What follows belongs to an exercise in optimizing a design on an open flow for small area, a short achievable clock period and few clock cycles; a production flow would make more cautious choices. Function was checked by simulation only, so behaviour that the tests miss may differ from the original. No activity file was given, so power comes from the tool's default toggle rates.

--- design/flow/config.mk ---
export PLATFORM = sky130hd
export DESIGN_NAME = mem_move_top
export DESIGN_NICKNAME = mem_move_top
export VERILOG_FILES = /design/flow/design.v
export SDC_FILE = /design/flow/constraint.sdc
export NUM_CORES = 4
export LEC_CHECK = 0
export CAP_MARGIN = 20
export CORE_MARGIN = 2
export CORE_UTILIZATION = 30
export PLACE_DENSITY = 0.5
export SLEW_MARGIN = 20
--- design/flow/constraint.sdc ---
create_clock -name core_clock -period 5.0 [get_ports {clk}]
set_input_delay 1.0000 -clock core_clock [delete_from_list [all_inputs] [get_ports {clk}]]
set_output_delay 1.0000 -clock core_clock [all_outputs]
set_load 0.01 [all_outputs]
--- design/flow/design.v ---
package mem_pkg;
  localparam int DATA_W    = 32;
  localparam int NUM_BYTES = DATA_W / 8;  
  localparam logic MODE_FILL = 1'b0;  
  localparam logic MODE_COPY = 1'b1;  
  localparam int NBANK_W = 3;
  localparam int NBANK   = 1 << NBANK_W;
endpackage
module dp_ram_wbe #(
  parameter int ADDR_W = 6,
  parameter int BW     = 3,
  parameter int NBANK  = 1 << BW,
  parameter int ROW_W  = ADDR_W - BW
) (
  input  logic                                          clk,
  input  logic [NBANK-1:0][ROW_W-1:0]                   ridx,   
  output logic [NBANK-1:0][mem_pkg::DATA_W-1:0]         rdata,  
  input  logic [(1<<ADDR_W)-1:0][mem_pkg::NUM_BYTES-1:0] we,    
  input  logic [NBANK-1:0][mem_pkg::DATA_W-1:0]         wdata   
);
  localparam int DEPTH = 1 << ADDR_W;
  localparam int ROWS  = DEPTH / NBANK;
  logic [DEPTH-1:0][mem_pkg::DATA_W-1:0] mem_q;
  for (genvar w = 0; w < DEPTH; w++) begin : g_word
    for (genvar l = 0; l < mem_pkg::NUM_BYTES; l++) begin : g_lane
      always_ff @(posedge clk) begin
        if (we[w][l]) begin
          mem_q[w][8*l +: 8] <= wdata[w % NBANK][8*l +: 8];
        end
      end
    end
  end
  logic [NBANK-1:0][ROWS*mem_pkg::DATA_W-1:0] bank_rows;
  for (genvar b = 0; b < NBANK; b++) begin : g_bank
    for (genvar r = 0; r < ROWS; r++) begin : g_row
      assign bank_rows[b][r*mem_pkg::DATA_W +: mem_pkg::DATA_W] = mem_q[r*NBANK + b];
    end
    assign rdata[b] = bank_rows[b][ridx[b]*mem_pkg::DATA_W +: mem_pkg::DATA_W];
  end
endmodule
module word_counter #(
  parameter int ADDR_W = 6
) (
  input  logic [ADDR_W-1:0]        base,
  input  logic [ADDR_W:0]          count,
  output logic [(1<<ADDR_W)-1:0]   mask
);
  localparam int DEPTH = 1 << ADDR_W;
  logic [ADDR_W+1:0] last_q;  
  logic              full;
  assign last_q = {2'b00, base} + {1'b0, count};
  assign full   = count[ADDR_W];
  for (genvar w = 0; w < DEPTH; w++) begin : g_word
    logic ge_base;
    logic lt_end;
    assign ge_base = (w >= base);
    assign lt_end  = (w < last_q[ADDR_W-1:0]);
    assign mask[w] = full | (last_q[ADDR_W] ? (ge_base | lt_end) : (ge_base & lt_end));
  end
endmodule
module move_fsm #(
  parameter int ADDR_W = 6,
  parameter int BW     = 3,
  parameter int NBANK  = 1 << BW,
  parameter int ROW_W  = ADDR_W - BW
) (
  input  logic                        clk,
  input  logic                        rst,
  input  logic                        start,
  input  logic                        mode,
  input  logic [ADDR_W-1:0]           src_base,
  input  logic [ADDR_W-1:0]           dst_base,
  input  logic [ADDR_W:0]             length,
  output logic [NBANK-1:0][ROW_W-1:0] eng_ridx,   
  output logic [BW-1:0]               rot,        
  output logic [NBANK-1:0]            cwr_v,      
  output logic [NBANK-1:0][ROW_W-1:0] cwr_row,    
  output logic [(1<<ADDR_W)-1:0]      fill_we,    
  output logic                        fill_now,   
  output logic                        busy,
  output logic                        done
);
  localparam int DEPTH = 1 << ADDR_W;
  localparam logic [BW:0] STEP_MAX = NBANK;
  logic              fill_q;    
  logic [DEPTH-1:0]  fmask_q;   
  logic [ADDR_W-1:0] rptr_q;    
  logic [ADDR_W-1:0] wptr_q;    
  logic [ADDR_W:0]   rem_q;     
  logic [BW:0]       step_q;    
  logic [BW:0]       cnt_q;     
  logic              last_q;    
  logic [BW-1:0]     rot_q;
  logic              idle;
  logic              accept;
  logic [ADDR_W-1:0] delta;
  logic [BW:0]       step_d;
  logic [ADDR_W:0]   step_ext;
  logic [ADDR_W:0]   len_left;
  logic [ADDR_W:0]   rem_next;
  logic [DEPTH-1:0]  fmask_d;
  assign idle   = !busy && !done;
  assign accept = idle && start && !rst;
  assign delta    = dst_base - src_base;
  assign step_d   = (delta == '0 || delta >= NBANK) ? STEP_MAX : delta[BW:0];
  assign step_ext = {{(ADDR_W-BW){1'b0}}, step_q};
  assign len_left = idle ? length : rem_q;
  assign rem_next = rem_q - step_ext;
  always_ff @(posedge clk) begin
    if (rst) begin
      busy <= 1'b0;
      done <= 1'b0;
    end else if (accept) begin
      if (mode == mem_pkg::MODE_COPY && length != '0) begin
        busy <= 1'b1;
      end else begin
        done <= 1'b1;
      end
    end else if (busy) begin
      if (last_q) begin
        busy <= 1'b0;
        done <= 1'b1;
      end
    end else begin
      done <= 1'b0;
    end
  end
  word_counter #(.ADDR_W(ADDR_W)) i_range (
    .base  (dst_base),
    .count (length),
    .mask  (fmask_d)
  );
  always_ff @(posedge clk) begin
    fill_q <= accept && (mode == mem_pkg::MODE_FILL);
    if (idle) begin
      fmask_q <= fmask_d;
      rptr_q  <= src_base;
      wptr_q  <= dst_base;
      step_q  <= step_d;
      rot_q   <= delta[BW-1:0];
      if (length <= {{(ADDR_W-BW){1'b0}}, step_d}) begin
        last_q <= 1'b1;
        cnt_q  <= length[BW:0];
      end else begin
        last_q <= 1'b0;
        cnt_q  <= step_d;
      end
      rem_q   <= length - {{(ADDR_W-BW){1'b0}}, step_d};
    end else if (busy) begin
      rptr_q <= rptr_q + step_ext[ADDR_W-1:0];
      wptr_q <= wptr_q + step_ext[ADDR_W-1:0];
      rem_q  <= rem_next;
      if (rem_q <= step_ext) begin
        last_q <= 1'b1;
        cnt_q  <= rem_q[BW:0];
      end else begin
        last_q <= 1'b0;
        cnt_q  <= step_q;
      end
    end
  end
  for (genvar b = 0; b < NBANK; b++) begin : g_bank
    logic [BW-1:0] wk;
    assign wk          = b - wptr_q[BW-1:0];
    assign eng_ridx[b] = rptr_q[ADDR_W-1:BW] + ((b >= rptr_q[BW-1:0]) ? 1'b0 : 1'b1);
    assign cwr_row[b]  = wptr_q[ADDR_W-1:BW] + ((b >= wptr_q[BW-1:0]) ? 1'b0 : 1'b1);
    assign cwr_v[b]    = busy && ({1'b0, wk} < cnt_q);
  end
  assign rot      = rot_q;
  assign fill_now = done && fill_q;
  assign fill_we  = fmask_q & {DEPTH{fill_now}};
endmodule
module mem_move_top #(
  parameter int ADDR_W = 6
) (
  input  logic                          clk,
  input  logic                          rst,
  input  logic                          host_en,
  input  logic [mem_pkg::NUM_BYTES-1:0] host_wbe,
  input  logic [ADDR_W-1:0]             host_addr,
  input  logic [mem_pkg::DATA_W-1:0]    host_wdata,
  output logic [mem_pkg::DATA_W-1:0]    host_rdata,
  input  logic                          start,
  input  logic                          mode,
  input  logic [ADDR_W-1:0]             src_base,
  input  logic [ADDR_W-1:0]             dst_base,
  input  logic [ADDR_W:0]               length,
  input  logic [mem_pkg::DATA_W-1:0]    pattern,
  output logic                          busy,
  output logic                          done
);
  localparam int DEPTH = 1 << ADDR_W;
  localparam int BW    = mem_pkg::NBANK_W;
  localparam int NB    = 1 << BW;
  localparam int ROW_W = ADDR_W - BW;
  localparam int DW    = mem_pkg::DATA_W;
  localparam int NL    = mem_pkg::NUM_BYTES;
  logic [NB-1:0][ROW_W-1:0] eng_ridx;
  logic [BW-1:0]            rot;
  logic [NB-1:0]            cwr_v;
  logic [NB-1:0][ROW_W-1:0] cwr_row;
  logic [DEPTH-1:0]         fill_we;
  logic                     fill_now;
  move_fsm #(.ADDR_W(ADDR_W), .BW(BW)) i_fsm (
    .clk      (clk),
    .rst      (rst),
    .start    (start),
    .mode     (mode),
    .src_base (src_base),
    .dst_base (dst_base),
    .length   (length),
    .eng_ridx (eng_ridx),
    .rot      (rot),
    .cwr_v    (cwr_v),
    .cwr_row  (cwr_row),
    .fill_we  (fill_we),
    .fill_now (fill_now),
    .busy     (busy),
    .done     (done)
  );
  logic              hb_v_q;
  logic [ADDR_W-1:0] hb_addr_q;
  logic [NL-1:0]     hb_wbe_q;
  logic [DW-1:0]     hb_data_q;
  always_ff @(posedge clk) begin
    hb_v_q    <= host_en;
    hb_addr_q <= host_addr;
    hb_wbe_q  <= host_wbe;
    hb_data_q <= host_en ? host_wdata : pattern;
  end
  logic [NB-1:0][ROW_W-1:0]       ridx;
  logic [NB-1:0][DW-1:0]          rdata;
  logic [DEPTH-1:0][NL-1:0]       we;
  logic [NB-1:0][DW-1:0]          wdata;
  for (genvar b = 0; b < NB; b++) begin : g_bank
    logic [BW-1:0] sb;
    assign sb       = b - rot;
    assign ridx[b]  = busy ? eng_ridx[b] : host_addr[ADDR_W-1:BW];
    assign wdata[b] = busy ? rdata[sb] : hb_data_q;
  end
  for (genvar w = 0; w < DEPTH; w++) begin : g_word
    logic hb_sel;
    logic eng_sel;
    assign hb_sel  = hb_v_q && (hb_addr_q == w);
    assign eng_sel = fill_we[w] || (cwr_v[w % NB] && cwr_row[w % NB] == w / NB);
    for (genvar l = 0; l < NL; l++) begin : g_lane
      assign we[w][l] = eng_sel || (hb_sel && hb_wbe_q[l]);
    end
  end
  dp_ram_wbe #(.ADDR_W(ADDR_W), .BW(BW)) i_ram (
    .clk   (clk),
    .ridx  (ridx),
    .rdata (rdata),
    .we    (we),
    .wdata (wdata)
  );
  logic [DW-1:0] host_word;
  logic          hb_hit;
  logic          fill_hit;
  assign host_word = rdata[host_addr[BW-1:0]];
  assign hb_hit    = hb_v_q && (hb_addr_q == host_addr);
  assign fill_hit  = fill_we[host_addr];
  for (genvar l = 0; l < NL; l++) begin : g_lane
    always_ff @(posedge clk) begin
      host_rdata[8*l +: 8] <= (fill_hit || (hb_hit && hb_wbe_q[l])) ?
                              hb_data_q[8*l +: 8] : host_word[8*l +: 8];
    end
  end
endmodule
--- design/flow/run.sh ---
#!/bin/bash
# synth_recipe.tcl (not shown) runs the flow's synth.tcl, then flattens the netlist and writes it again
# the make line also repeats each setting of config.mk as NAME=value (left out here)
make -C /OpenROAD-flow-scripts/flow DESIGN_CONFIG=/design/flow/config.mk WORK_HOME=/design/flow/orfs CLKGATE_MAP_FILE= SYNTH_SCRIPT=/design/flow/synth_recipe.tcl finish
==> out/qor.yml <==
worst_setup_path:
  critPathArrivalTime_ns: 5.95
  path_class: "flip-flop to flip-flop"
  crit_path_max_fanout: 8
  start_kind: "flip-flop"
  worst_setup_path_end_kind: "flip-flop"
  r2r_cells: 16
  cp_data_required_time_ns: 5.84
logic_synthesis:
  synthTopCellsByArea: "edfxtp_1, mux2i_1, nand2_1"
  syn-cell-area_um2: 109200
  synth_ff_type: "edfxtp_1"
  synthesis.nets: 9411
  syn_area_per_cell_um2: 11.83
  yosysTopAreaCell: "edfxtp_1"
  ys_ff_latch: 2221
  ys_types: 80
  synth_edf_count: 2143
  ys.warnings.count: 3
  synth-async-reset-ratio_pct: 0
  synth_cells: 9227
  synth_top_area_share_pct: 58.95
  seq_area_frac_synth_pct: 60.38
timing:
  max_freq_mhz: 195.6
  setup_slack_ns: -0.1136
  finalSetupTns_ns: -0.8924
  setup_viol: 8
  post-route-period-util_pct: 102.3
  drv_slew: 0
  rsz0062_at_grt: "false"
  timing.hold.ws_ns: 0.3989
  worst_slew_pin_slew_ns: 1.241
  finalClockSkew_ns: 0.09784
  final-hold-violation-count: 0
  min_period_ns: 5.114
  slew_headroom_pct: 16.97
layout:
  final_nets: 10290
  syn_to_final_growth_pct: 23.06
  layout.cells.non_filler: 15140
  final_cell_mix: "edfxtp_1, nand2_1, buf_4"
  final_common_cell: "edfxtp_1"
  drive_gt1_share_pct: 18.26
  postLayoutCellArea_um2: 134300
  fin_util_pct: 37.09
global_route:
  grt_max_degree: 122
  antenna_found_initial: 56
  overflow: 0
  grt_first_pass_wirelength_um: 724800
  grt_pass1_vias: 85240
  track_usage_pct: 28.25
clocking:
  ctsHoldBuffers: 0
  clk_pin_slew_ns: 0.06
  numClockSinks: 2221
  cts_setup_buffers: 0
  cts_tree: "yes"
  numCtsBuffers: 242
  clock_path_buffers: 4
  htree_num_levels: 4
  clk_latency_ns: 1.00
  root_buffer: "clkbuf_16"
power_and_ir_drop:
  leakage_uw: 0.04916
  ir_drop_mv: 0.3267
  power_density_nw_per_um2: 466.5
floorplan:
  rows: 221
  core_um2: 362200
  die_w_um: 607.2
  start_util_pct: 30.14
  dieHeight_um: 607.2
  ioPinCount: 132
  fp.dieArea_um2: 368700
placed_design:
  post-dp-hpwl_um: 403200
  place_area_um2: 126300
  place_inst: 14650
  gp_congestion: 1.023
  place.port_buffers: 131
min_path:
  hold_path_class: "primary input to flip-flop"
  min_delay_path_depth: 1
detailed_routing:
  viasPerCell: 5.889
  wl_um: 539000
  dr.pass1.iters: 10
  wire_per_inst_um: 35.60
  drcViolationCount: 0
  postRouteAntennaNets: 0
  drt_iter0_drc: 12560
  vias: 89150
run_status:
  status: "finished with violations"
  violatedChecks: "setup timing"
job:
  cap_violations: 0
critical path: stages, from the launching register on:
cell      delay [ns]
edfxtp_1        0.62
o21a_1          0.32
ha_1            0.20
ha_1            0.19
xnor2_1         0.41
buf_4           0.29
o21ai_2         0.12
buf_4           0.19
buf_4           0.17
a222oi_1        0.35
o21ai_0         0.28
buf_12          0.24
buf_4           0.16
a22oi_1         0.16
nand2_1         0.13
a221oi_1        0.85
buf_4           0.31
sequential cells by signal (all words and copies together) (netlist names), 3 cells and up:
register	count
i_fsm.rot_q	3
host_rdata	32
i_fsm.rptr_q	6
hb_data_q	32
hb_wbe_q	4
i_ram.mem_q	2048
i_fsm.rem_q	7
i_fsm.step_q	4
i_fsm.cnt_q	4
hb_addr_q	6
i_fsm.wptr_q	6
i_fsm.fmask_q	64
cell usage after synthesis, types with 40 or more instances:
cell type / count
nand3_1: 175
dfxtp_1: 78
inv_1: 106
o31ai_1: 53
o221ai_1: 99
a222oi_1: 83
a22oi_1: 93
nor2_1: 723
nand2_1: 1047
and2_1: 71
a32o_1: 73
ha_1: 80
o21ai_1: 40
o21ai_0: 597
a21o_1: 287
nor3_1: 93
buf_1: 68
a31oi_1: 56
mux2_2: 116
a211oi_1: 131
clkbuf_1: 491
a21oi_1: 462
edfxtp_1: 2143
o211ai_1: 173
o22ai_1: 279
buf_2: 115
mux2i_1: 676
a221oi_1: 85
nand2b_1: 83
power by group:
part | leakage, µW | internal [µW] | switching, µW | total, µW
combinational | 0.0252 | 7350 | 14600 | 22000
clock | 0.00383 | 10000 | 7770 | 17800
sequential | 0.0201 | 22300 | 596 | 22900
through the flow:
| step | total power [µW] | setup slack (ns) |
|---|---|---|
| floorplan | 32310 | 0.06025 |
| global placement | 44290 | -0.5120 |
| detailed placement | 44520 | -0.3764 |
| CTS | 62250 | 0.05423 |
| global route | 64230 | 0.007624 |
| finish | 62670 | -0.1136 |
routing by layer:
metal	vias up	track usage [%]	wire, µm
li1	37550	-	-
met1	45370	37.19	216900
met2	5100	41.71	229000
met3	1106	7.973	58190
met4	28	15.69	34670
met5	-	0	200
worst paths after layout:
path	start	to	slack [ns]
worst min register to register	hb_data_q[4]	host_rdata[4]	0.59
worst max-delay path	i_fsm.rptr_q[0]	i_ram.mem_q[1279]	-0.11
worst min-delay path	host_addr[4]	hb_addr_q[4]	0.40
worst max register to register	i_fsm.rptr_q[0]	i_ram.mem_q[1279]	-0.11
timing repair:
action / 4_1_cts / 5_1_grt
endpoints found under the setup margin: 2 / 8
resized for setup: 1 / 1
endpoints found under the hold margin: 0 / 0
cells by family (layout without fill, tap and decap cells):
family	Yosys count	after routing	synth area share, %
buffers and inverters	821	1904	3.106
multiplexers	821	821	7.972
other	0	36	0
flip-flops	2221	2221	60.38
XOR/XNOR	57	57	0.4642
AO/OA/AOI/OAI	2884	2884	17.95
adder cells (fa/ha/maj)	96	96	1.119
AND/OR/NAND/NOR	2327	2327	9.007
final cells by class:
type | count | area (µm²)
diodes | 36 | 90.09
fillers | 34970 | 227900
flip-flops and latches | 2221 | 65930
well taps | 4794 | 5998
clock inverters | 142 | 1356
clock buffers | 311 | 6506
multi-input cells | 6185 | 40570
repair buffers | 1339 | 13450
inverters | 112 | 430.4
Testbench counts, summed over its fixed seeds: cycles 4,774.

[what the ideal ports hide]
In the flow no input, the clock included, has a driving cell. The finished layout below was timed again as built, in two steps. Step 1, drivers: a clkbuf_16 drives clk and a buf_2 each remaining input, both assumed. Step 2, shift: input delay + t, output delay - t, t = (earliest + latest rising clock arrival at the registers) / 2. This alone moves slack from input paths to output paths. Three values: ideal ports, drivers, drivers and shift; two values: the first two.
t (ns): 1.057
setup WS [ns]: -0.114 / -0.114 / -0.744
clock arrival spread, ns: 0.098 / 0.098
worst data-port slew with drivers (ns): 0.11
The setup slack of this run moves by 0.000 ns with the drivers and by -0.630 ns with both steps.
